Context: an optimization exercise on an open-source flow, tuned for small area and few clock cycles per item. The choices shown serve that exercise and are no tape-out recipe. Function not checked in this run: the RTL went through the layout flow alone. Power and IR drop assume default switching activity.

==> flow/config.mk <==
export PLATFORM = sky130hd
export DESIGN_NAME = dot_top
export DESIGN_NICKNAME = dot_top
export VERILOG_FILES = /design/flow/design.v
export SDC_FILE = /design/flow/constraint.sdc
export NUM_CORES = 4
export LEC_CHECK = 0
export CAP_MARGIN = 20
export CORE_MARGIN = 2
export CORE_UTILIZATION = 40
export SLEW_MARGIN = 20
export SYNTH_HIERARCHICAL = 1
export SYNTH_MINIMUM_KEEP_SIZE = 0
==> flow/constraint.sdc <==
create_clock -name core_clock -period 5.5 [get_ports {clk}]
set_input_delay 1.1000 -clock core_clock [delete_from_list [all_inputs] [get_ports {clk}]]
set_output_delay 1.1000 -clock core_clock [all_outputs]
set_load 0.01 [all_outputs]
==> flow/design.v <==
package dot_pkg;
    typedef logic signed [8-1:0] sample_t;
    typedef logic [4*8-1:0] sample_vec_t;
    typedef logic signed [12-1:0] product_t;
    typedef logic [4*12-1:0] product_vec_t;
    typedef logic signed [(12 + 2)-1:0] sum_t;
endpackage
`timescale 1ns/1ps
module dot_fa (
    input  logic a,
    input  logic b,
    input  logic ci,
    output logic s,
    output logic co
);
    assign s  = a ^ b ^ ci;
    assign co = (a & b) | (a & ci) | (b & ci);
endmodule
module dot_aoi (
    input  logic g,
    input  logic p,
    input  logic c,
    output logic y
);
    assign y = ~(g | (p & c));
endmodule
module dot_oai (
    input  logic gn,
    input  logic pn,
    input  logic cn,
    output logic y
);
    assign y = ~(gn & (pn | cn));
endmodule
module dot_fc1_nn (
    input  logic a,
    input  logic b,
    output logic y
);
    assign y = ~a | ~b;
endmodule
module dot_fs1_nn (
    input  logic a,
    input  logic b,
    output logic y
);
    assign y = ~(~a ^ ~b);
endmodule
module dot_g_np (
    input  logic a,
    input  logic b,
    output logic y
);
    assign y = ~a & b;
endmodule
module dot_g_pp (
    input  logic a,
    input  logic b,
    output logic y
);
    assign y = a & b;
endmodule
module dot_gn_nn (
    input  logic a,
    input  logic b,
    output logic y
);
    assign y = ~(~a & ~b);
endmodule
module dot_gn_np (
    input  logic a,
    input  logic b,
    output logic y
);
    assign y = ~(~a & b);
endmodule
module dot_gn_pp (
    input  logic a,
    input  logic b,
    output logic y
);
    assign y = ~(a & b);
endmodule
module dot_hc_nn (
    input  logic a,
    input  logic b,
    output logic y
);
    assign y = ~a & ~b;
endmodule
module dot_hs_nn (
    input  logic a,
    input  logic b,
    output logic y
);
    assign y = ~a ^ ~b;
endmodule
module dot_p_np (
    input  logic a,
    input  logic b,
    output logic y
);
    assign y = ~a ^ b;
endmodule
module dot_p_pp (
    input  logic a,
    input  logic b,
    output logic y
);
    assign y = a ^ b;
endmodule
module dot_pn_np (
    input  logic a,
    input  logic b,
    output logic y
);
    assign y = ~(~a ^ b);
endmodule
module dot_pn_pp (
    input  logic a,
    input  logic b,
    output logic y
);
    assign y = ~(a ^ b);
endmodule
`timescale 1ns/1ps
module dot_top (
    input  logic        clk,
    input  logic        rst,
    input  dot_pkg::sample_vec_t a_data,
    input  logic        a_last,
    input  logic        a_valid,
    output logic        a_ready,
    input  dot_pkg::sample_vec_t b_data,
    input  logic        b_valid,
    output logic        b_ready,
    output dot_pkg::sum_t        out_data,
    output logic        out_last,
    output logic        out_valid,
    input  logic        out_ready
);
    logic stage_ready;
    logic join_fire;
    assign stage_ready = ~out_valid | out_ready;
    assign a_ready   = b_valid & stage_ready;
    assign b_ready   = a_valid & stage_ready;
    assign join_fire = a_valid & b_valid & stage_ready;
    always_ff @(posedge clk) begin
        if (rst) begin
            out_valid <= 1'b0;
        end else if (join_fire) begin
            out_valid <= 1'b1;
        end else if (out_ready) begin
            out_valid <= 1'b0;
        end
    end
    logic n1, n2, n3, n4, n5, n6, n7, n8, n9, k10, s11, c12, k13, s14, c15, s16, c17, k18, n19, n20, n21, p22, n23, n24, n25, n26, p27, n28, n29, n30, n31, n32, p33, n34, n35, n36, n37, n38, n39, p40, n41, n42, n43, n44, n45, n46, n47, p48, n49, n50, n51, n52, n53, n54, n55, p56, n57, n58, n59, n60, n61, n62, n63, p64, p65, p66, p67, p68, p69, p70, p71, n72, n73, n74, n75, n76, n77, n78, n79, n80, n81, k82, s83, c84, k85, s86, c87, s88, c89, k90, n91, n92, n93, p94, n95, n96, n97, n98, p99, n100, n101, n102, n103, n104, p105, n106, n107, n108, n109, n110, n111, p112, n113, n114, n115, n116, n117, n118, n119, p120, n121, n122, n123, n124, n125, n126, n127, p128, n129, n130, n131, n132, n133, n134, n135, p136, p137, p138, p139, p140, p141, p142, p143, n144, n145, n146, n147, n148, n149, n150, n151, n152, n153, k154, s155, c156, k157, s158, c159, s160, c161, k162, n163, n164, n165, p166, n167, n168, n169, n170, p171, n172, n173, n174, n175, n176, p177, n178, n179, n180, n181, n182, n183, p184, n185, n186, n187, n188, n189, n190, n191, p192, n193, n194, n195, n196, n197, n198, n199, p200, n201, n202, n203, n204, n205, n206, n207, p208, p209, p210, p211, p212, p213, p214, p215, n216, n217, n218, n219, n220, n221, n222, n223, n224, n225, k226, s227, c228, k229, s230, c231, s232, c233, k234, n235, n236, n237, p238, n239, n240, n241, n242, p243, n244, n245, n246, n247, n248, p249, n250, n251, n252, n253, n254, n255, p256, n257, n258, n259, n260, n261, n262, n263, p264, n265, n266, n267, n268, n269, n270, n271, p272, n273, n274, n275, n276, n277, n278, n279, p280, p281, p282, p283, p284, p285, p286, p287, n288, s289, c290, s291, c292, s293, c294, s295, c296, s297, c298, s299, c300, s301, c302, s303, c304, s305, c306, s307, c308, s309, c310, s311, c312, s313, c314, s315, c316, s317, c318, s319, c320, s321, c322, s323, c324, s325, c326, s327, c328, s329, c330, s331, c332, s333, c334, s335, c336, s337, c338, s339, c340, s341, c342, s343, c344, s345, c346, s347, c348, s349, c350, s351, c352, s353, c354, s355, c356, s357, c358, s359, c360, s361, c362, s363, c364, s365, c366, s367, c368, s369, c370, s371, c372, s373, c374, s375, c376, s377, c378, s379, c380, s381, c382, s383, c384, s385, c386, s387, c388, s389, c390, s391, c392, s393, c394, s395, c396, s397, c398, s399, c400, s401, c402, s403, c404, s405, c406, s407, c408, s409, c410, s411, c412, s413, c414, s415, c416, s417, c418, s419, c420, s421, c422, s423, c424, s425, c426, s427, c428, s429, c430, s431, c432, s433, c434, s435, c436, s437, c438, s439, c440, s441, c442, s443, c444, s445, c446, s447, c448, s449, c450, s451, c452, s453, c454, s455, c456, s457, c458, s459, c460, s461, c462, s463, c464, s465, c466, s467, c468, s469, c470, s471, c472, s473, c474, s475, c476, s477, c478, s479, c480, s481, c482, s483, c484, s485, c486, s487, c488, s489, c490, s491, c492, s493, c494, s495, c496, s497, c498, s499, c500, s501, c502, s503, c504, s505, c506, s507, c508, s509, c510, s511, c512, s513, c514, s515, c516, s517, c518, s519, c520, s521, c522, s523, c524, s525, c526, s527, c528, s529, c530, s531, c532, s533, c534, s535, c536, s537, c538, s539, c540, s541, c542, s543, c544, s545, c546, s547, c548, s549, c550, s551, c552, s553, c554, s555, c556, s557, c558, s559, c560, s561, c562, s563, c564, s565, c566, s567, c568, s569, c570, s571, c572, s573, c574, s575, c576, s577, c578, s579, c580, s581, c582, s583, c584, s585, c586, s587, c588, s589, c590, s591, c592, s593, c594, s595, c596, s597, c598, s599, c600, s601, c602, s603, c604, s605, c606, s607, c608, s609, c610, s611, c612, s613, c614, s615, c616, s617, c618, s619, c620, s621, c622, s623, c624, s625, c626, s627, c628, s629, c630, s631, c632, s633, c634, s635, c636, s637, c638, s639, c640, s641, c642, s643, c644, s645, c646, s647, c648, s649, c650, s651, c652, s653, c654, s655, c656, s657, c658, s659, c660, s661, c662, s663, c664, s665, c666, s667, c668, s669, c670, s671, c672, s673, c674, s675, c676, s677, c678, s679, c680, s681, c682, s683, c684, s685, c686, s687, c688, s689, c690, s691, c692, s693, c694, s695, c696, s697, c698, s699, c700, s701, c702, s703, c704, o705, q706, o707, q708, o709, q710, o711, q712, p713, o714, g715, q716, p717, o718, g719, q720, p721, o722, g723, q724, p725, o726, g727, q728, p729, o730, g731, q732, p733, o734, g735, q736, p737, o738, g739, q740, p741, o742, g743, q744, p745, o746, g747, q748, o749;
    logic r0_0, r0_1, r1_0, r2_0, r3_0, r4_0, r4_1, r4_2, r5_0, r5_1, r6_0, r6_1, r7_0, r8_0, r8_1, r9_0, r9_1, r10_0, r10_1, r11_0, r11_1, r12_0, r12_1;
    assign n1 = ~(a_data[0] & b_data[1]);
    assign n2 = ~(a_data[0] & b_data[2]);
    assign n3 = ~(a_data[0] & b_data[3]);
    assign n4 = ~(a_data[1] & b_data[0]);
    assign n5 = ~(a_data[1] & b_data[1]);
    assign n6 = ~(a_data[1] & b_data[2]);
    assign n7 = ~(a_data[2] & b_data[0]);
    assign n8 = ~(a_data[2] & b_data[1]);
    assign n9 = ~(a_data[3] & b_data[0]);
    assign k10 = n4 | n1;
    dot_fa u1 (.a(n7), .b(n5), .ci(n2), .s(s11), .co(c12));
    assign k13 = s11 | k10;
    dot_fa u2 (.a(n9), .b(n8), .ci(n6), .s(s14), .co(c15));
    dot_fa u3 (.a(n3), .b(c12), .ci(k13), .s(s16), .co(c17));
    assign k18 = s14 | s16;
    assign n19 = ~(a_data[0] & b_data[4]);
    assign n20 = ~(a_data[0] & b_data[5]);
    assign n21 = ~(a_data[0] & b_data[6]);
    assign p22 = a_data[0] & b_data[7];
    assign n23 = ~(a_data[1] & b_data[3]);
    assign n24 = ~(a_data[1] & b_data[4]);
    assign n25 = ~(a_data[1] & b_data[5]);
    assign n26 = ~(a_data[1] & b_data[6]);
    assign p27 = a_data[1] & b_data[7];
    assign n28 = ~(a_data[2] & b_data[2]);
    assign n29 = ~(a_data[2] & b_data[3]);
    assign n30 = ~(a_data[2] & b_data[4]);
    assign n31 = ~(a_data[2] & b_data[5]);
    assign n32 = ~(a_data[2] & b_data[6]);
    assign p33 = a_data[2] & b_data[7];
    assign n34 = ~(a_data[3] & b_data[1]);
    assign n35 = ~(a_data[3] & b_data[2]);
    assign n36 = ~(a_data[3] & b_data[3]);
    assign n37 = ~(a_data[3] & b_data[4]);
    assign n38 = ~(a_data[3] & b_data[5]);
    assign n39 = ~(a_data[3] & b_data[6]);
    assign p40 = a_data[3] & b_data[7];
    assign n41 = ~(a_data[4] & b_data[0]);
    assign n42 = ~(a_data[4] & b_data[1]);
    assign n43 = ~(a_data[4] & b_data[2]);
    assign n44 = ~(a_data[4] & b_data[3]);
    assign n45 = ~(a_data[4] & b_data[4]);
    assign n46 = ~(a_data[4] & b_data[5]);
    assign n47 = ~(a_data[4] & b_data[6]);
    assign p48 = a_data[4] & b_data[7];
    assign n49 = ~(a_data[5] & b_data[0]);
    assign n50 = ~(a_data[5] & b_data[1]);
    assign n51 = ~(a_data[5] & b_data[2]);
    assign n52 = ~(a_data[5] & b_data[3]);
    assign n53 = ~(a_data[5] & b_data[4]);
    assign n54 = ~(a_data[5] & b_data[5]);
    assign n55 = ~(a_data[5] & b_data[6]);
    assign p56 = a_data[5] & b_data[7];
    assign n57 = ~(a_data[6] & b_data[0]);
    assign n58 = ~(a_data[6] & b_data[1]);
    assign n59 = ~(a_data[6] & b_data[2]);
    assign n60 = ~(a_data[6] & b_data[3]);
    assign n61 = ~(a_data[6] & b_data[4]);
    assign n62 = ~(a_data[6] & b_data[5]);
    assign n63 = ~(a_data[6] & b_data[6]);
    assign p64 = a_data[6] & b_data[7];
    assign p65 = a_data[7] & b_data[0];
    assign p66 = a_data[7] & b_data[1];
    assign p67 = a_data[7] & b_data[2];
    assign p68 = a_data[7] & b_data[3];
    assign p69 = a_data[7] & b_data[4];
    assign p70 = a_data[7] & b_data[5];
    assign p71 = a_data[7] & b_data[6];
    assign n72 = ~(a_data[7] & b_data[7]);
    assign n73 = ~(a_data[8] & b_data[9]);
    assign n74 = ~(a_data[8] & b_data[10]);
    assign n75 = ~(a_data[8] & b_data[11]);
    assign n76 = ~(a_data[9] & b_data[8]);
    assign n77 = ~(a_data[9] & b_data[9]);
    assign n78 = ~(a_data[9] & b_data[10]);
    assign n79 = ~(a_data[10] & b_data[8]);
    assign n80 = ~(a_data[10] & b_data[9]);
    assign n81 = ~(a_data[11] & b_data[8]);
    assign k82 = n76 | n73;
    dot_fa u4 (.a(n79), .b(n77), .ci(n74), .s(s83), .co(c84));
    assign k85 = s83 | k82;
    dot_fa u5 (.a(n81), .b(n80), .ci(n78), .s(s86), .co(c87));
    dot_fa u6 (.a(n75), .b(c84), .ci(k85), .s(s88), .co(c89));
    assign k90 = s86 | s88;
    assign n91 = ~(a_data[8] & b_data[12]);
    assign n92 = ~(a_data[8] & b_data[13]);
    assign n93 = ~(a_data[8] & b_data[14]);
    assign p94 = a_data[8] & b_data[15];
    assign n95 = ~(a_data[9] & b_data[11]);
    assign n96 = ~(a_data[9] & b_data[12]);
    assign n97 = ~(a_data[9] & b_data[13]);
    assign n98 = ~(a_data[9] & b_data[14]);
    assign p99 = a_data[9] & b_data[15];
    assign n100 = ~(a_data[10] & b_data[10]);
    assign n101 = ~(a_data[10] & b_data[11]);
    assign n102 = ~(a_data[10] & b_data[12]);
    assign n103 = ~(a_data[10] & b_data[13]);
    assign n104 = ~(a_data[10] & b_data[14]);
    assign p105 = a_data[10] & b_data[15];
    assign n106 = ~(a_data[11] & b_data[9]);
    assign n107 = ~(a_data[11] & b_data[10]);
    assign n108 = ~(a_data[11] & b_data[11]);
    assign n109 = ~(a_data[11] & b_data[12]);
    assign n110 = ~(a_data[11] & b_data[13]);
    assign n111 = ~(a_data[11] & b_data[14]);
    assign p112 = a_data[11] & b_data[15];
    assign n113 = ~(a_data[12] & b_data[8]);
    assign n114 = ~(a_data[12] & b_data[9]);
    assign n115 = ~(a_data[12] & b_data[10]);
    assign n116 = ~(a_data[12] & b_data[11]);
    assign n117 = ~(a_data[12] & b_data[12]);
    assign n118 = ~(a_data[12] & b_data[13]);
    assign n119 = ~(a_data[12] & b_data[14]);
    assign p120 = a_data[12] & b_data[15];
    assign n121 = ~(a_data[13] & b_data[8]);
    assign n122 = ~(a_data[13] & b_data[9]);
    assign n123 = ~(a_data[13] & b_data[10]);
    assign n124 = ~(a_data[13] & b_data[11]);
    assign n125 = ~(a_data[13] & b_data[12]);
    assign n126 = ~(a_data[13] & b_data[13]);
    assign n127 = ~(a_data[13] & b_data[14]);
    assign p128 = a_data[13] & b_data[15];
    assign n129 = ~(a_data[14] & b_data[8]);
    assign n130 = ~(a_data[14] & b_data[9]);
    assign n131 = ~(a_data[14] & b_data[10]);
    assign n132 = ~(a_data[14] & b_data[11]);
    assign n133 = ~(a_data[14] & b_data[12]);
    assign n134 = ~(a_data[14] & b_data[13]);
    assign n135 = ~(a_data[14] & b_data[14]);
    assign p136 = a_data[14] & b_data[15];
    assign p137 = a_data[15] & b_data[8];
    assign p138 = a_data[15] & b_data[9];
    assign p139 = a_data[15] & b_data[10];
    assign p140 = a_data[15] & b_data[11];
    assign p141 = a_data[15] & b_data[12];
    assign p142 = a_data[15] & b_data[13];
    assign p143 = a_data[15] & b_data[14];
    assign n144 = ~(a_data[15] & b_data[15]);
    assign n145 = ~(a_data[16] & b_data[17]);
    assign n146 = ~(a_data[16] & b_data[18]);
    assign n147 = ~(a_data[16] & b_data[19]);
    assign n148 = ~(a_data[17] & b_data[16]);
    assign n149 = ~(a_data[17] & b_data[17]);
    assign n150 = ~(a_data[17] & b_data[18]);
    assign n151 = ~(a_data[18] & b_data[16]);
    assign n152 = ~(a_data[18] & b_data[17]);
    assign n153 = ~(a_data[19] & b_data[16]);
    assign k154 = n148 | n145;
    dot_fa u7 (.a(n151), .b(n149), .ci(n146), .s(s155), .co(c156));
    assign k157 = s155 | k154;
    dot_fa u8 (.a(n153), .b(n152), .ci(n150), .s(s158), .co(c159));
    dot_fa u9 (.a(n147), .b(c156), .ci(k157), .s(s160), .co(c161));
    assign k162 = s158 | s160;
    assign n163 = ~(a_data[16] & b_data[20]);
    assign n164 = ~(a_data[16] & b_data[21]);
    assign n165 = ~(a_data[16] & b_data[22]);
    assign p166 = a_data[16] & b_data[23];
    assign n167 = ~(a_data[17] & b_data[19]);
    assign n168 = ~(a_data[17] & b_data[20]);
    assign n169 = ~(a_data[17] & b_data[21]);
    assign n170 = ~(a_data[17] & b_data[22]);
    assign p171 = a_data[17] & b_data[23];
    assign n172 = ~(a_data[18] & b_data[18]);
    assign n173 = ~(a_data[18] & b_data[19]);
    assign n174 = ~(a_data[18] & b_data[20]);
    assign n175 = ~(a_data[18] & b_data[21]);
    assign n176 = ~(a_data[18] & b_data[22]);
    assign p177 = a_data[18] & b_data[23];
    assign n178 = ~(a_data[19] & b_data[17]);
    assign n179 = ~(a_data[19] & b_data[18]);
    assign n180 = ~(a_data[19] & b_data[19]);
    assign n181 = ~(a_data[19] & b_data[20]);
    assign n182 = ~(a_data[19] & b_data[21]);
    assign n183 = ~(a_data[19] & b_data[22]);
    assign p184 = a_data[19] & b_data[23];
    assign n185 = ~(a_data[20] & b_data[16]);
    assign n186 = ~(a_data[20] & b_data[17]);
    assign n187 = ~(a_data[20] & b_data[18]);
    assign n188 = ~(a_data[20] & b_data[19]);
    assign n189 = ~(a_data[20] & b_data[20]);
    assign n190 = ~(a_data[20] & b_data[21]);
    assign n191 = ~(a_data[20] & b_data[22]);
    assign p192 = a_data[20] & b_data[23];
    assign n193 = ~(a_data[21] & b_data[16]);
    assign n194 = ~(a_data[21] & b_data[17]);
    assign n195 = ~(a_data[21] & b_data[18]);
    assign n196 = ~(a_data[21] & b_data[19]);
    assign n197 = ~(a_data[21] & b_data[20]);
    assign n198 = ~(a_data[21] & b_data[21]);
    assign n199 = ~(a_data[21] & b_data[22]);
    assign p200 = a_data[21] & b_data[23];
    assign n201 = ~(a_data[22] & b_data[16]);
    assign n202 = ~(a_data[22] & b_data[17]);
    assign n203 = ~(a_data[22] & b_data[18]);
    assign n204 = ~(a_data[22] & b_data[19]);
    assign n205 = ~(a_data[22] & b_data[20]);
    assign n206 = ~(a_data[22] & b_data[21]);
    assign n207 = ~(a_data[22] & b_data[22]);
    assign p208 = a_data[22] & b_data[23];
    assign p209 = a_data[23] & b_data[16];
    assign p210 = a_data[23] & b_data[17];
    assign p211 = a_data[23] & b_data[18];
    assign p212 = a_data[23] & b_data[19];
    assign p213 = a_data[23] & b_data[20];
    assign p214 = a_data[23] & b_data[21];
    assign p215 = a_data[23] & b_data[22];
    assign n216 = ~(a_data[23] & b_data[23]);
    assign n217 = ~(a_data[24] & b_data[25]);
    assign n218 = ~(a_data[24] & b_data[26]);
    assign n219 = ~(a_data[24] & b_data[27]);
    assign n220 = ~(a_data[25] & b_data[24]);
    assign n221 = ~(a_data[25] & b_data[25]);
    assign n222 = ~(a_data[25] & b_data[26]);
    assign n223 = ~(a_data[26] & b_data[24]);
    assign n224 = ~(a_data[26] & b_data[25]);
    assign n225 = ~(a_data[27] & b_data[24]);
    assign k226 = n220 | n217;
    dot_fa u10 (.a(n223), .b(n221), .ci(n218), .s(s227), .co(c228));
    assign k229 = s227 | k226;
    dot_fa u11 (.a(n225), .b(n224), .ci(n222), .s(s230), .co(c231));
    dot_fa u12 (.a(n219), .b(c228), .ci(k229), .s(s232), .co(c233));
    assign k234 = s230 | s232;
    assign n235 = ~(a_data[24] & b_data[28]);
    assign n236 = ~(a_data[24] & b_data[29]);
    assign n237 = ~(a_data[24] & b_data[30]);
    assign p238 = a_data[24] & b_data[31];
    assign n239 = ~(a_data[25] & b_data[27]);
    assign n240 = ~(a_data[25] & b_data[28]);
    assign n241 = ~(a_data[25] & b_data[29]);
    assign n242 = ~(a_data[25] & b_data[30]);
    assign p243 = a_data[25] & b_data[31];
    assign n244 = ~(a_data[26] & b_data[26]);
    assign n245 = ~(a_data[26] & b_data[27]);
    assign n246 = ~(a_data[26] & b_data[28]);
    assign n247 = ~(a_data[26] & b_data[29]);
    assign n248 = ~(a_data[26] & b_data[30]);
    assign p249 = a_data[26] & b_data[31];
    assign n250 = ~(a_data[27] & b_data[25]);
    assign n251 = ~(a_data[27] & b_data[26]);
    assign n252 = ~(a_data[27] & b_data[27]);
    assign n253 = ~(a_data[27] & b_data[28]);
    assign n254 = ~(a_data[27] & b_data[29]);
    assign n255 = ~(a_data[27] & b_data[30]);
    assign p256 = a_data[27] & b_data[31];
    assign n257 = ~(a_data[28] & b_data[24]);
    assign n258 = ~(a_data[28] & b_data[25]);
    assign n259 = ~(a_data[28] & b_data[26]);
    assign n260 = ~(a_data[28] & b_data[27]);
    assign n261 = ~(a_data[28] & b_data[28]);
    assign n262 = ~(a_data[28] & b_data[29]);
    assign n263 = ~(a_data[28] & b_data[30]);
    assign p264 = a_data[28] & b_data[31];
    assign n265 = ~(a_data[29] & b_data[24]);
    assign n266 = ~(a_data[29] & b_data[25]);
    assign n267 = ~(a_data[29] & b_data[26]);
    assign n268 = ~(a_data[29] & b_data[27]);
    assign n269 = ~(a_data[29] & b_data[28]);
    assign n270 = ~(a_data[29] & b_data[29]);
    assign n271 = ~(a_data[29] & b_data[30]);
    assign p272 = a_data[29] & b_data[31];
    assign n273 = ~(a_data[30] & b_data[24]);
    assign n274 = ~(a_data[30] & b_data[25]);
    assign n275 = ~(a_data[30] & b_data[26]);
    assign n276 = ~(a_data[30] & b_data[27]);
    assign n277 = ~(a_data[30] & b_data[28]);
    assign n278 = ~(a_data[30] & b_data[29]);
    assign n279 = ~(a_data[30] & b_data[30]);
    assign p280 = a_data[30] & b_data[31];
    assign p281 = a_data[31] & b_data[24];
    assign p282 = a_data[31] & b_data[25];
    assign p283 = a_data[31] & b_data[26];
    assign p284 = a_data[31] & b_data[27];
    assign p285 = a_data[31] & b_data[28];
    assign p286 = a_data[31] & b_data[29];
    assign p287 = a_data[31] & b_data[30];
    assign n288 = ~(a_data[31] & b_data[31]);
    dot_fa u13 (.a(n19), .b(n23), .ci(n28), .s(s289), .co(c290));
    dot_fa u14 (.a(n34), .b(n41), .ci(n91), .s(s291), .co(c292));
    dot_fa u15 (.a(n95), .b(n100), .ci(n106), .s(s293), .co(c294));
    dot_fa u16 (.a(n113), .b(n163), .ci(n167), .s(s295), .co(c296));
    dot_fa u17 (.a(n172), .b(n178), .ci(n185), .s(s297), .co(c298));
    dot_fa u18 (.a(n235), .b(n239), .ci(n244), .s(s299), .co(c300));
    dot_fa u19 (.a(n250), .b(n257), .ci(c15), .s(s301), .co(c302));
    dot_fa u20 (.a(c87), .b(c159), .ci(c231), .s(s303), .co(c304));
    dot_fa u21 (.a(s289), .b(s291), .ci(s293), .s(s305), .co(c306));
    dot_fa u22 (.a(s295), .b(s297), .ci(s299), .s(s307), .co(c308));
    dot_fa u23 (.a(s301), .b(s303), .ci(s305), .s(s309), .co(c310));
    dot_fa u24 (.a(s307), .b(c17), .ci(c89), .s(s311), .co(c312));
    dot_fa u25 (.a(c161), .b(c233), .ci(k18), .s(s313), .co(c314));
    dot_fa u26 (.a(k90), .b(k162), .ci(k234), .s(s315), .co(c316));
    dot_fa u27 (.a(s309), .b(s311), .ci(s313), .s(s317), .co(c318));
    dot_fa u28 (.a(n20), .b(n24), .ci(n29), .s(s319), .co(c320));
    dot_fa u29 (.a(n35), .b(n42), .ci(n49), .s(s321), .co(c322));
    dot_fa u30 (.a(n92), .b(n96), .ci(n101), .s(s323), .co(c324));
    dot_fa u31 (.a(n107), .b(n114), .ci(n121), .s(s325), .co(c326));
    dot_fa u32 (.a(n164), .b(n168), .ci(n173), .s(s327), .co(c328));
    dot_fa u33 (.a(n179), .b(n186), .ci(n193), .s(s329), .co(c330));
    dot_fa u34 (.a(n236), .b(n240), .ci(n245), .s(s331), .co(c332));
    dot_fa u35 (.a(n251), .b(n258), .ci(n265), .s(s333), .co(c334));
    dot_fa u36 (.a(c290), .b(c292), .ci(c294), .s(s335), .co(c336));
    dot_fa u37 (.a(c296), .b(c298), .ci(c300), .s(s337), .co(c338));
    dot_fa u38 (.a(s319), .b(s321), .ci(s323), .s(s339), .co(c340));
    dot_fa u39 (.a(s325), .b(s327), .ci(s329), .s(s341), .co(c342));
    dot_fa u40 (.a(s331), .b(s333), .ci(c302), .s(s343), .co(c344));
    dot_fa u41 (.a(c304), .b(c306), .ci(c308), .s(s345), .co(c346));
    dot_fa u42 (.a(s335), .b(s337), .ci(s339), .s(s347), .co(c348));
    dot_fa u43 (.a(s341), .b(s343), .ci(c310), .s(s349), .co(c350));
    dot_fa u44 (.a(s345), .b(c312), .ci(s347), .s(s351), .co(c352));
    dot_fa u45 (.a(c314), .b(c316), .ci(s349), .s(s353), .co(c354));
    dot_fa u46 (.a(s351), .b(c318), .ci(s353), .s(s355), .co(c356));
    dot_fa u47 (.a(n21), .b(n25), .ci(n30), .s(s357), .co(c358));
    dot_fa u48 (.a(n36), .b(n43), .ci(n50), .s(s359), .co(c360));
    dot_fa u49 (.a(n57), .b(n93), .ci(n97), .s(s361), .co(c362));
    dot_fa u50 (.a(n102), .b(n108), .ci(n115), .s(s363), .co(c364));
    dot_fa u51 (.a(n122), .b(n129), .ci(n165), .s(s365), .co(c366));
    dot_fa u52 (.a(n169), .b(n174), .ci(n180), .s(s367), .co(c368));
    dot_fa u53 (.a(n187), .b(n194), .ci(n201), .s(s369), .co(c370));
    dot_fa u54 (.a(n237), .b(n241), .ci(n246), .s(s371), .co(c372));
    dot_fa u55 (.a(n252), .b(n259), .ci(n266), .s(s373), .co(c374));
    dot_fa u56 (.a(n273), .b(c320), .ci(c322), .s(s375), .co(c376));
    dot_fa u57 (.a(c324), .b(c326), .ci(c328), .s(s377), .co(c378));
    dot_fa u58 (.a(c330), .b(c332), .ci(c334), .s(s379), .co(c380));
    dot_fa u59 (.a(s357), .b(s359), .ci(s361), .s(s381), .co(c382));
    dot_fa u60 (.a(s363), .b(s365), .ci(s367), .s(s383), .co(c384));
    dot_fa u61 (.a(s369), .b(s371), .ci(s373), .s(s385), .co(c386));
    dot_fa u62 (.a(c336), .b(c338), .ci(s375), .s(s387), .co(c388));
    dot_fa u63 (.a(c340), .b(c342), .ci(s377), .s(s389), .co(c390));
    dot_fa u64 (.a(s379), .b(s381), .ci(s383), .s(s391), .co(c392));
    dot_fa u65 (.a(s385), .b(c344), .ci(c346), .s(s393), .co(c394));
    dot_fa u66 (.a(s387), .b(c348), .ci(s389), .s(s395), .co(c396));
    dot_fa u67 (.a(s391), .b(c350), .ci(s393), .s(s397), .co(c398));
    dot_fa u68 (.a(c352), .b(s395), .ci(c354), .s(s399), .co(c400));
    dot_fa u69 (.a(s397), .b(c356), .ci(s399), .s(s401), .co(c402));
    dot_fa u70 (.a(p22), .b(n26), .ci(n31), .s(s403), .co(c404));
    dot_fa u71 (.a(n37), .b(n44), .ci(n51), .s(s405), .co(c406));
    dot_fa u72 (.a(n58), .b(p65), .ci(p94), .s(s407), .co(c408));
    dot_fa u73 (.a(n98), .b(n103), .ci(n109), .s(s409), .co(c410));
    dot_fa u74 (.a(n116), .b(n123), .ci(n130), .s(s411), .co(c412));
    dot_fa u75 (.a(p137), .b(p166), .ci(n170), .s(s413), .co(c414));
    dot_fa u76 (.a(n175), .b(n181), .ci(n188), .s(s415), .co(c416));
    dot_fa u77 (.a(n195), .b(n202), .ci(p209), .s(s417), .co(c418));
    dot_fa u78 (.a(p238), .b(n242), .ci(n247), .s(s419), .co(c420));
    dot_fa u79 (.a(n253), .b(n260), .ci(n267), .s(s421), .co(c422));
    dot_fa u80 (.a(n274), .b(p281), .ci(c358), .s(s423), .co(c424));
    dot_fa u81 (.a(c360), .b(c362), .ci(c364), .s(s425), .co(c426));
    dot_fa u82 (.a(c366), .b(c368), .ci(c370), .s(s427), .co(c428));
    dot_fa u83 (.a(c372), .b(c374), .ci(s403), .s(s429), .co(c430));
    dot_fa u84 (.a(s405), .b(s407), .ci(s409), .s(s431), .co(c432));
    dot_fa u85 (.a(s411), .b(s413), .ci(s415), .s(s433), .co(c434));
    dot_fa u86 (.a(s417), .b(s419), .ci(s421), .s(s435), .co(c436));
    dot_fa u87 (.a(c376), .b(c378), .ci(c380), .s(s437), .co(c438));
    dot_fa u88 (.a(s423), .b(c382), .ci(c384), .s(s439), .co(c440));
    dot_fa u89 (.a(c386), .b(s425), .ci(s427), .s(s441), .co(c442));
    dot_fa u90 (.a(s429), .b(s431), .ci(s433), .s(s443), .co(c444));
    dot_fa u91 (.a(s435), .b(c388), .ci(s437), .s(s445), .co(c446));
    dot_fa u92 (.a(c390), .b(c392), .ci(s439), .s(s447), .co(c448));
    dot_fa u93 (.a(s441), .b(s443), .ci(c394), .s(s449), .co(c450));
    dot_fa u94 (.a(s445), .b(c396), .ci(s447), .s(s451), .co(c452));
    dot_fa u95 (.a(c398), .b(s449), .ci(s451), .s(s453), .co(c454));
    dot_fa u96 (.a(c400), .b(s453), .ci(c402), .s(s455), .co(c456));
    dot_fa u97 (.a(p27), .b(n32), .ci(n38), .s(s457), .co(c458));
    dot_fa u98 (.a(n45), .b(n52), .ci(n59), .s(s459), .co(c460));
    dot_fa u99 (.a(p66), .b(p99), .ci(n104), .s(s461), .co(c462));
    dot_fa u100 (.a(n110), .b(n117), .ci(n124), .s(s463), .co(c464));
    dot_fa u101 (.a(n131), .b(p138), .ci(p171), .s(s465), .co(c466));
    dot_fa u102 (.a(n176), .b(n182), .ci(n189), .s(s467), .co(c468));
    dot_fa u103 (.a(n196), .b(n203), .ci(p210), .s(s469), .co(c470));
    dot_fa u104 (.a(p243), .b(n248), .ci(n254), .s(s471), .co(c472));
    dot_fa u105 (.a(n261), .b(n268), .ci(n275), .s(s473), .co(c474));
    dot_fa u106 (.a(p282), .b(c404), .ci(c406), .s(s475), .co(c476));
    dot_fa u107 (.a(c408), .b(c410), .ci(c412), .s(s477), .co(c478));
    dot_fa u108 (.a(c414), .b(c416), .ci(c418), .s(s479), .co(c480));
    dot_fa u109 (.a(c420), .b(c422), .ci(s457), .s(s481), .co(c482));
    dot_fa u110 (.a(s459), .b(s461), .ci(s463), .s(s483), .co(c484));
    dot_fa u111 (.a(s465), .b(s467), .ci(s469), .s(s485), .co(c486));
    dot_fa u112 (.a(s471), .b(s473), .ci(c424), .s(s487), .co(c488));
    dot_fa u113 (.a(c426), .b(c428), .ci(c430), .s(s489), .co(c490));
    dot_fa u114 (.a(s475), .b(c432), .ci(c434), .s(s491), .co(c492));
    dot_fa u115 (.a(c436), .b(s477), .ci(s479), .s(s493), .co(c494));
    dot_fa u116 (.a(s481), .b(s483), .ci(s485), .s(s495), .co(c496));
    dot_fa u117 (.a(c438), .b(s487), .ci(c440), .s(s497), .co(c498));
    dot_fa u118 (.a(c442), .b(s489), .ci(c444), .s(s499), .co(c500));
    dot_fa u119 (.a(s491), .b(s493), .ci(s495), .s(s501), .co(c502));
    dot_fa u120 (.a(c446), .b(s497), .ci(c448), .s(s503), .co(c504));
    dot_fa u121 (.a(s499), .b(s501), .ci(c450), .s(s505), .co(c506));
    dot_fa u122 (.a(c452), .b(s503), .ci(s505), .s(s507), .co(c508));
    dot_fa u123 (.a(p33), .b(n39), .ci(n46), .s(s509), .co(c510));
    dot_fa u124 (.a(n53), .b(n60), .ci(p67), .s(s511), .co(c512));
    dot_fa u125 (.a(p105), .b(n111), .ci(n118), .s(s513), .co(c514));
    dot_fa u126 (.a(n125), .b(n132), .ci(p139), .s(s515), .co(c516));
    dot_fa u127 (.a(p177), .b(n183), .ci(n190), .s(s517), .co(c518));
    dot_fa u128 (.a(n197), .b(n204), .ci(p211), .s(s519), .co(c520));
    dot_fa u129 (.a(p249), .b(n255), .ci(n262), .s(s521), .co(c522));
    dot_fa u130 (.a(n269), .b(n276), .ci(p283), .s(s523), .co(c524));
    dot_fa u131 (.a(c458), .b(c460), .ci(c462), .s(s525), .co(c526));
    dot_fa u132 (.a(c464), .b(c466), .ci(c468), .s(s527), .co(c528));
    dot_fa u133 (.a(c470), .b(c472), .ci(c474), .s(s529), .co(c530));
    dot_fa u134 (.a(s509), .b(s511), .ci(s513), .s(s531), .co(c532));
    dot_fa u135 (.a(s515), .b(s517), .ci(s519), .s(s533), .co(c534));
    dot_fa u136 (.a(s521), .b(s523), .ci(c476), .s(s535), .co(c536));
    dot_fa u137 (.a(c478), .b(c480), .ci(c482), .s(s537), .co(c538));
    dot_fa u138 (.a(c484), .b(c486), .ci(s525), .s(s539), .co(c540));
    dot_fa u139 (.a(s527), .b(s529), .ci(s531), .s(s541), .co(c542));
    dot_fa u140 (.a(s533), .b(c488), .ci(c490), .s(s543), .co(c544));
    dot_fa u141 (.a(s535), .b(c492), .ci(c494), .s(s545), .co(c546));
    dot_fa u142 (.a(s537), .b(c496), .ci(s539), .s(s547), .co(c548));
    dot_fa u143 (.a(s541), .b(c498), .ci(s543), .s(s549), .co(c550));
    dot_fa u144 (.a(c500), .b(s545), .ci(c502), .s(s551), .co(c552));
    dot_fa u145 (.a(s547), .b(c504), .ci(s549), .s(s553), .co(c554));
    dot_fa u146 (.a(s551), .b(c506), .ci(s553), .s(s555), .co(c556));
    dot_fa u147 (.a(p40), .b(n47), .ci(n54), .s(s557), .co(c558));
    dot_fa u148 (.a(n61), .b(p68), .ci(p112), .s(s559), .co(c560));
    dot_fa u149 (.a(n119), .b(n126), .ci(n133), .s(s561), .co(c562));
    dot_fa u150 (.a(p140), .b(p184), .ci(n191), .s(s563), .co(c564));
    dot_fa u151 (.a(n198), .b(n205), .ci(p212), .s(s565), .co(c566));
    dot_fa u152 (.a(p256), .b(n263), .ci(n270), .s(s567), .co(c568));
    dot_fa u153 (.a(n277), .b(p284), .ci(c510), .s(s569), .co(c570));
    dot_fa u154 (.a(c512), .b(c514), .ci(c516), .s(s571), .co(c572));
    dot_fa u155 (.a(c518), .b(c520), .ci(c522), .s(s573), .co(c574));
    dot_fa u156 (.a(c524), .b(s557), .ci(s559), .s(s575), .co(c576));
    dot_fa u157 (.a(s561), .b(s563), .ci(s565), .s(s577), .co(c578));
    dot_fa u158 (.a(s567), .b(c526), .ci(c528), .s(s579), .co(c580));
    dot_fa u159 (.a(c530), .b(s569), .ci(c532), .s(s581), .co(c582));
    dot_fa u160 (.a(c534), .b(s571), .ci(s573), .s(s583), .co(c584));
    dot_fa u161 (.a(s575), .b(s577), .ci(c536), .s(s585), .co(c586));
    dot_fa u162 (.a(c538), .b(s579), .ci(c540), .s(s587), .co(c588));
    dot_fa u163 (.a(c542), .b(s581), .ci(s583), .s(s589), .co(c590));
    dot_fa u164 (.a(c544), .b(s585), .ci(c546), .s(s591), .co(c592));
    dot_fa u165 (.a(c548), .b(s587), .ci(s589), .s(s593), .co(c594));
    dot_fa u166 (.a(c550), .b(s591), .ci(c552), .s(s595), .co(c596));
    dot_fa u167 (.a(s593), .b(c554), .ci(s595), .s(s597), .co(c598));
    dot_fa u168 (.a(p48), .b(n55), .ci(n62), .s(s599), .co(c600));
    dot_fa u169 (.a(p69), .b(p120), .ci(n127), .s(s601), .co(c602));
    dot_fa u170 (.a(n134), .b(p141), .ci(p192), .s(s603), .co(c604));
    dot_fa u171 (.a(n199), .b(n206), .ci(p213), .s(s605), .co(c606));
    dot_fa u172 (.a(p264), .b(n271), .ci(n278), .s(s607), .co(c608));
    dot_fa u173 (.a(p285), .b(c558), .ci(c560), .s(s609), .co(c610));
    dot_fa u174 (.a(c562), .b(c564), .ci(c566), .s(s611), .co(c612));
    dot_fa u175 (.a(c568), .b(s599), .ci(s601), .s(s613), .co(c614));
    dot_fa u176 (.a(s603), .b(s605), .ci(s607), .s(s615), .co(c616));
    dot_fa u177 (.a(c570), .b(c572), .ci(c574), .s(s617), .co(c618));
    dot_fa u178 (.a(c576), .b(s609), .ci(c578), .s(s619), .co(c620));
    dot_fa u179 (.a(s611), .b(s613), .ci(s615), .s(s621), .co(c622));
    dot_fa u180 (.a(c580), .b(c582), .ci(s617), .s(s623), .co(c624));
    dot_fa u181 (.a(c584), .b(s619), .ci(s621), .s(s625), .co(c626));
    dot_fa u182 (.a(c586), .b(c588), .ci(s623), .s(s627), .co(c628));
    dot_fa u183 (.a(c590), .b(s625), .ci(c592), .s(s629), .co(c630));
    dot_fa u184 (.a(s627), .b(c594), .ci(s629), .s(s631), .co(c632));
    dot_fa u185 (.a(c596), .b(s631), .ci(c598), .s(s633), .co(c634));
    dot_fa u186 (.a(p56), .b(n63), .ci(p70), .s(s635), .co(c636));
    dot_fa u187 (.a(p128), .b(n135), .ci(p142), .s(s637), .co(c638));
    dot_fa u188 (.a(p200), .b(n207), .ci(p214), .s(s639), .co(c640));
    dot_fa u189 (.a(p272), .b(n279), .ci(p286), .s(s641), .co(c642));
    dot_fa u190 (.a(c600), .b(c602), .ci(c604), .s(s643), .co(c644));
    dot_fa u191 (.a(c606), .b(c608), .ci(s635), .s(s645), .co(c646));
    dot_fa u192 (.a(s637), .b(s639), .ci(s641), .s(s647), .co(c648));
    dot_fa u193 (.a(c610), .b(c612), .ci(c614), .s(s649), .co(c650));
    dot_fa u194 (.a(c616), .b(s643), .ci(s645), .s(s651), .co(c652));
    dot_fa u195 (.a(s647), .b(c618), .ci(c620), .s(s653), .co(c654));
    dot_fa u196 (.a(s649), .b(c622), .ci(s651), .s(s655), .co(c656));
    dot_fa u197 (.a(c624), .b(s653), .ci(c626), .s(s657), .co(c658));
    dot_fa u198 (.a(s655), .b(c628), .ci(s657), .s(s659), .co(c660));
    dot_fa u199 (.a(c630), .b(s659), .ci(c632), .s(s661), .co(c662));
    dot_fa u200 (.a(p64), .b(p71), .ci(p136), .s(s663), .co(c664));
    dot_fa u201 (.a(p143), .b(p208), .ci(p215), .s(s665), .co(c666));
    dot_fa u202 (.a(p280), .b(p287), .ci(c636), .s(s667), .co(c668));
    dot_fa u203 (.a(c638), .b(c640), .ci(c642), .s(s669), .co(c670));
    dot_fa u204 (.a(s663), .b(s665), .ci(c644), .s(s671), .co(c672));
    dot_fa u205 (.a(c646), .b(s667), .ci(c648), .s(s673), .co(c674));
    dot_fa u206 (.a(s669), .b(c650), .ci(s671), .s(s675), .co(c676));
    dot_fa u207 (.a(c652), .b(s673), .ci(c654), .s(s677), .co(c678));
    dot_fa u208 (.a(s675), .b(c656), .ci(s677), .s(s679), .co(c680));
    dot_fa u209 (.a(c658), .b(s679), .ci(c660), .s(s681), .co(c682));
    dot_fa u210 (.a(n72), .b(n144), .ci(n216), .s(s683), .co(c684));
    dot_fa u211 (.a(n288), .b(c664), .ci(c666), .s(s685), .co(c686));
    dot_fa u212 (.a(s683), .b(c668), .ci(c670), .s(s687), .co(c688));
    dot_fa u213 (.a(s685), .b(c672), .ci(c674), .s(s689), .co(c690));
    dot_fa u214 (.a(s687), .b(c676), .ci(s689), .s(s691), .co(c692));
    dot_fa u215 (.a(c678), .b(s691), .ci(c680), .s(s693), .co(c694));
    dot_fa u216 (.a(c684), .b(c686), .ci(c688), .s(s695), .co(c696));
    dot_fa u217 (.a(c690), .b(s695), .ci(c692), .s(s697), .co(c698));
    always_ff @(posedge clk) begin
        if (join_fire) begin
            out_last <= a_last;
            r0_0 <= s315;
            r0_1 <= s317;
            r1_0 <= s355;
            r2_0 <= s401;
            r3_0 <= s455;
            r4_0 <= c454;
            r4_1 <= s507;
            r4_2 <= c456;
            r5_0 <= c508;
            r5_1 <= s555;
            r6_0 <= c556;
            r6_1 <= s597;
            r7_0 <= s633;
            r8_0 <= c634;
            r8_1 <= s661;
            r9_0 <= c662;
            r9_1 <= s681;
            r10_0 <= c682;
            r10_1 <= s693;
            r11_0 <= c694;
            r11_1 <= s697;
            r12_0 <= c696;
            r12_1 <= c698;
        end
    end
    dot_hs_nn u218 (.a(r4_0), .b(r4_1), .y(s699));
    dot_hc_nn u219 (.a(r4_0), .b(r4_1), .y(c700));
    dot_hs_nn u220 (.a(r5_0), .b(r5_1), .y(s701));
    dot_hc_nn u221 (.a(r5_0), .b(r5_1), .y(c702));
    dot_fs1_nn u222 (.a(r6_0), .b(r6_1), .y(s703));
    dot_fc1_nn u223 (.a(r6_0), .b(r6_1), .y(c704));
    assign o705 = ~r0_0 ^ ~r0_1;
    dot_hc_nn u224 (.a(r0_0), .b(r0_1), .y(q706));
    assign o707 = ~r1_0 ^ q706;
    assign q708 = ~r1_0 & q706;
    assign o709 = ~r2_0 ^ q708;
    assign q710 = ~r2_0 & q708;
    assign o711 = ~r3_0 ^ q710;
    assign q712 = ~r3_0 & q710;
    dot_p_np u225 (.a(r4_2), .b(s699), .y(p713));
    assign o714 = p713 ^ q712;
    dot_g_np u226 (.a(r4_2), .b(s699), .y(g715));
    dot_aoi u227 (.g(g715), .p(p713), .c(q712), .y(q716));
    dot_pn_pp u228 (.a(c700), .b(s701), .y(p717));
    assign o718 = p717 ^ q716;
    dot_gn_pp u229 (.a(c700), .b(s701), .y(g719));
    dot_oai u230 (.gn(g719), .pn(p717), .cn(q716), .y(q720));
    dot_p_pp u231 (.a(c702), .b(s703), .y(p721));
    assign o722 = p721 ^ q720;
    dot_g_pp u232 (.a(c702), .b(s703), .y(g723));
    dot_aoi u233 (.g(g723), .p(p721), .c(q720), .y(q724));
    dot_pn_np u234 (.a(r7_0), .b(c704), .y(p725));
    assign o726 = p725 ^ q724;
    dot_gn_np u235 (.a(r7_0), .b(c704), .y(g727));
    dot_oai u236 (.gn(g727), .pn(p725), .cn(q724), .y(q728));
    dot_hs_nn u237 (.a(r8_0), .b(r8_1), .y(p729));
    assign o730 = p729 ^ q728;
    dot_hc_nn u238 (.a(r8_0), .b(r8_1), .y(g731));
    dot_aoi u239 (.g(g731), .p(p729), .c(q728), .y(q732));
    dot_fs1_nn u240 (.a(r9_0), .b(r9_1), .y(p733));
    assign o734 = p733 ^ q732;
    dot_gn_nn u241 (.a(r9_0), .b(r9_1), .y(g735));
    dot_oai u242 (.gn(g735), .pn(p733), .cn(q732), .y(q736));
    dot_hs_nn u243 (.a(r10_0), .b(r10_1), .y(p737));
    assign o738 = p737 ^ q736;
    dot_hc_nn u244 (.a(r10_0), .b(r10_1), .y(g739));
    dot_aoi u245 (.g(g739), .p(p737), .c(q736), .y(q740));
    dot_fs1_nn u246 (.a(r11_0), .b(r11_1), .y(p741));
    assign o742 = p741 ^ q740;
    dot_gn_nn u247 (.a(r11_0), .b(r11_1), .y(g743));
    dot_oai u248 (.gn(g743), .pn(p741), .cn(q740), .y(q744));
    dot_hs_nn u249 (.a(r12_0), .b(r12_1), .y(p745));
    assign o746 = p745 ^ q744;
    dot_hc_nn u250 (.a(r12_0), .b(r12_1), .y(g747));
    dot_aoi u251 (.g(g747), .p(p745), .c(q744), .y(q748));
    assign o749 = ~~q748;
    assign out_data = {o749, o746, o742, o738, o734, o730, o726, o722, o718, o714, o711, o709, o707, o705};
endmodule
==> flow/flow/run.sh <==
#!/bin/bash
# The standard layout (the standard.sh, all of it), with two changes:
# the port buffers are the smallest buffer cell, and before floorplanning
# every combinational cell is set to its smallest drive strength
# (flow/downsize.tcl); the flow's repair steps size cells up where timing
# needs it. Every tool's output is in standard.log here and in ORFS's own
# logs under orfs/logs.
set -e
export BUFFER_PORTS_ARGS="-buffer_cell sky130_fd_sc_hd__buf_1"
export PRE_FLOORPLAN_TCL="$PWD/flow/downsize.tcl"
bash standard.sh > standard.log 2>&1
==> flow/flow/downsize.tcl <==
# Run before floorplanning (PRE_FLOORPLAN_TCL): put every combinational cell
# in the smallest drive strength of its footprint. Floorplanning's timing
# repair and the later repair steps size up again where timing needs it.
set db [ord::get_db]
set block [ord::get_db_block]
set dont_use [split $::env(DONT_USE_CELLS)]
set swapped 0
foreach inst [$block getInsts] {
  set m [$inst getMaster]
  if { [$m isSequential] } { continue }
  set name [$m getName]
  if { ![regexp {^(sky130_fd_sc_hd__[a-z0-9]+)_([0-9]+)$} $name -> base drive] } { continue }
  set best $m
  foreach d {0 1 2} {
    set cand [$db findMaster ${base}_$d]
    if { $cand eq "NULL" } { continue }
    if { [lsearch -exact $dont_use ${base}_$d] >= 0 } { continue }
    if { [$cand getWidth] < [$best getWidth] } { set best $cand }
  }
  if { $best ne $m } {
    $inst swapMaster $best
    incr swapped
  }
}
puts "downsize.tcl: swapped $swapped cells to a smaller drive strength"
==> flow/standard.sh <==
#!/bin/bash
# synth_recipe.tcl (not shown) runs the flow's synth.tcl, then flattens the netlist and writes it again
# the make line also repeats each setting of config.mk as NAME=value (left out here)
make -C /OpenROAD-flow-scripts/flow DESIGN_CONFIG=/design/flow/config.mk WORK_HOME=/design/flow/orfs CLKGATE_MAP_FILE= SYNTH_SCRIPT=/design/flow/synth_recipe.tcl "${@:-finish}"
==> impl_metrics.json <==
{
  "die-area_um2": 17840,
  "placed_area_um2": 7655,
  "grt_pass1_vias": 5569,
  "slew_viol_final": 0,
  "finalCriticalPeriod_ns": 5.270,
  "rows": 47,
  "worstHoldStart": "out_valid",
  "overflow": 0,
  "cp_cell_sequence": "buf_1 > nand2_1 > fa_1 > fa_1 > fa_1 > fa_1 > fa_1 > fa_1 > fa_1 > fa_1",
  "ios": 88,
  "cts_root_buffer": "clkbuf_16",
  "cp-end-kind": "register",
  "antenna_found_initial": 0,
  "netlist_instances": 588,
  "grtUsageTotal_pct": 22.37,
  "clock-sinks": 25,
  "regArea_um2": 740.7,
  "tightest_slew_ns": 0.5707,
  "max_freq_mhz": 189.7,
  "worstHoldPathType": "register to register",
  "grt_max_degree": 25,
  "core_um2": 16520,
  "ys_warn_count": 7,
  "slowest_delay_ns": 0.51,
  "hold_viol_final": 0,
  "critical-path-top-delay-family": "adder cells",
  "startpoint_type": "input pin",
  "fp.dieH_um": 133.6,
  "worst_path_max_delay_cell": "fa_1",
  "cpMostUsedCell": "fa_1",
  "fp.dieW_um": 133.6,
  "clock_latency_ns": 0.26,
  "crit_fanout": 8,
  "p_per_area_nw_per_um2": 493.9,
  "max_slew_margin_pct": 61.95,
  "initialDrtViolationCount": 338,
  "path_clk_slew_ns": 0.07,
  "startpoint": "b_data[3]",
  "rsz0062_at_grt": "no",
  "cts_setup_buffers": 0,
  "final_cell_mix": "fa_1 (217), nand2_1 (195), buf_1 (87), buf_4 (62), and2_1 (55)",
  "crit_arrival_ns": 5.28,
  "drtAntennaViolNets": 0,
  "grt_pass1_wl_um": 29810,
  "status": "no timing/DRC/antenna violations",
  "fill_cells": 1546,
  "cts_resized": 0,
  "synth_nets": 878,
  "cts_tree": "yes",
  "diodes": 0,
  "path_buf_inv": 1,
  "numCtsBuffers": 3,
  "firstDrtPassIters": 5,
  "cap_violations": 0,
  "critPathKind": "input pin to register",
  "place_hpwl_um": 16630,
  "drc": 0,
  "finalSetupTns_ns": 0,
  "rr_startpoint": "out_valid",
  "vdd_drop_max_v": 0.0003633,
  "layout-drive-gt1-share_pct": 10.04,
  "gp_congestion": 0.9551,
  "setup_viol": 0,
  "cts_htree_levels": 1,
  "skew_ns": 0.007886,
  "final.period_utilization_pct": 95.82,
  "wl_per_cell_um": 19.65,
  "finish.instance_area_um2": 7739,
  "multi_input_area_um2": 5837,
  "start_util_pct": 40.64,
  "wl_um": 18220,
  "vias_per_cell": 5.119,
  "leakagePower_nw": 2.780,
  "clock_path_buffers": 2,
  "cts_hold_buf": 0,
  "final_net_count": 998,
  "cp.required_ns": 5.51,
  "mostFrequentLayoutCell": "fa_1",
  "place.port_buffers": 87,
  "num_vias": 4745
}
metal layers:
layer | share of wire [%] | GRT usage [%] | vias to the layer above | wire (um)
met2 | 49 | 37.89 | 247 | 8984
met3 | 7.4 | 2.778 | 40 | 1339
met4 | 4.2 | 7.447 | 0 | 769
met1 | 39 | 30.17 | 2445 | 7122
li1 | - | - | 2013 | -
met5 | 0 | 0 | - | 0
power breakdown:
| group | switching [mW] | leakage (nW) | internal (mW) |
|---|---|---|---|
| Sequential | 0.0441 | 0.232 | 0.583 |
| Combinational | 1.63 | 2.51 | 1.40 |
| Clock | 0.0671 | 0.0371 | 0.0988 |
metrics by stage:
step	std cells	hold slack (ns)	worst slack, ns	util [%]	power [mW]
floorplan	588	0.5293	0.1858	-	2.887
global placement	923	0.5006	-0.03535	46.32	3.643
CTS	927	0.5552	0.2341	46.82	3.963
global route	927	0.6107	0.1049	46.83	4.373
detailed placement	923	0.5440	-0.05519	46.32	3.785
finish	927	0.5502	0.2296	46.83	3.822
layout make-up:
| class | instances | area share [%] |
|---|---|---|
| clock inverter | 1 | 0.09701 |
| sequential | 25 | 9.572 |
| clock buffer | 3 | 0.9701 |
| multi-input combinational | 526 | 75.42 |
| inverter | 3 | 0.1455 |
| timing repair buffer | 149 | 10.23 |
| tap | 220 | 3.557 |
worst register-to-register path: stages (launching register included):
cell      delay, ns
dfxtp_1        0.32
nand2b_1       0.12
and3_2         0.58
final timing paths:
check                           slack, ns         to  cells after the start
worst min register to register       0.55  out_valid                      2
worst min-delay path                 0.55  out_valid                      2
worst max-delay path                 0.23       r7_0                     10
worst max register to register       4.11      r11_0                      2

port drivers added, routing unchanged:
The results above use ideal ports. As a check the final layout listed here was re-extracted and re-timed, cells and wires unchanged.
Step 1: set_driving_cell puts a clkbuf_16 on clk and a buf_2 on each other input, an assumption about the parent block.
Step 2, shift: input delay + t, output delay - t, t = (earliest + latest rising clock arrival at the registers) / 2. This alone moves slack from input paths to output paths.
Slacks: ideal ports / drivers / drivers and shift; pairs: ideal ports / drivers.
t (ns): 0.293
setup slack, ns: 0.230 / 0.236 / -0.057
worst register clock-pin slew, ns: 0.07 / 0.07
Met with ideal ports but missed after step 2: setup timing in this run. The setup slack of this run moves by +0.006 ns with the drivers and by -0.287 ns with both steps.
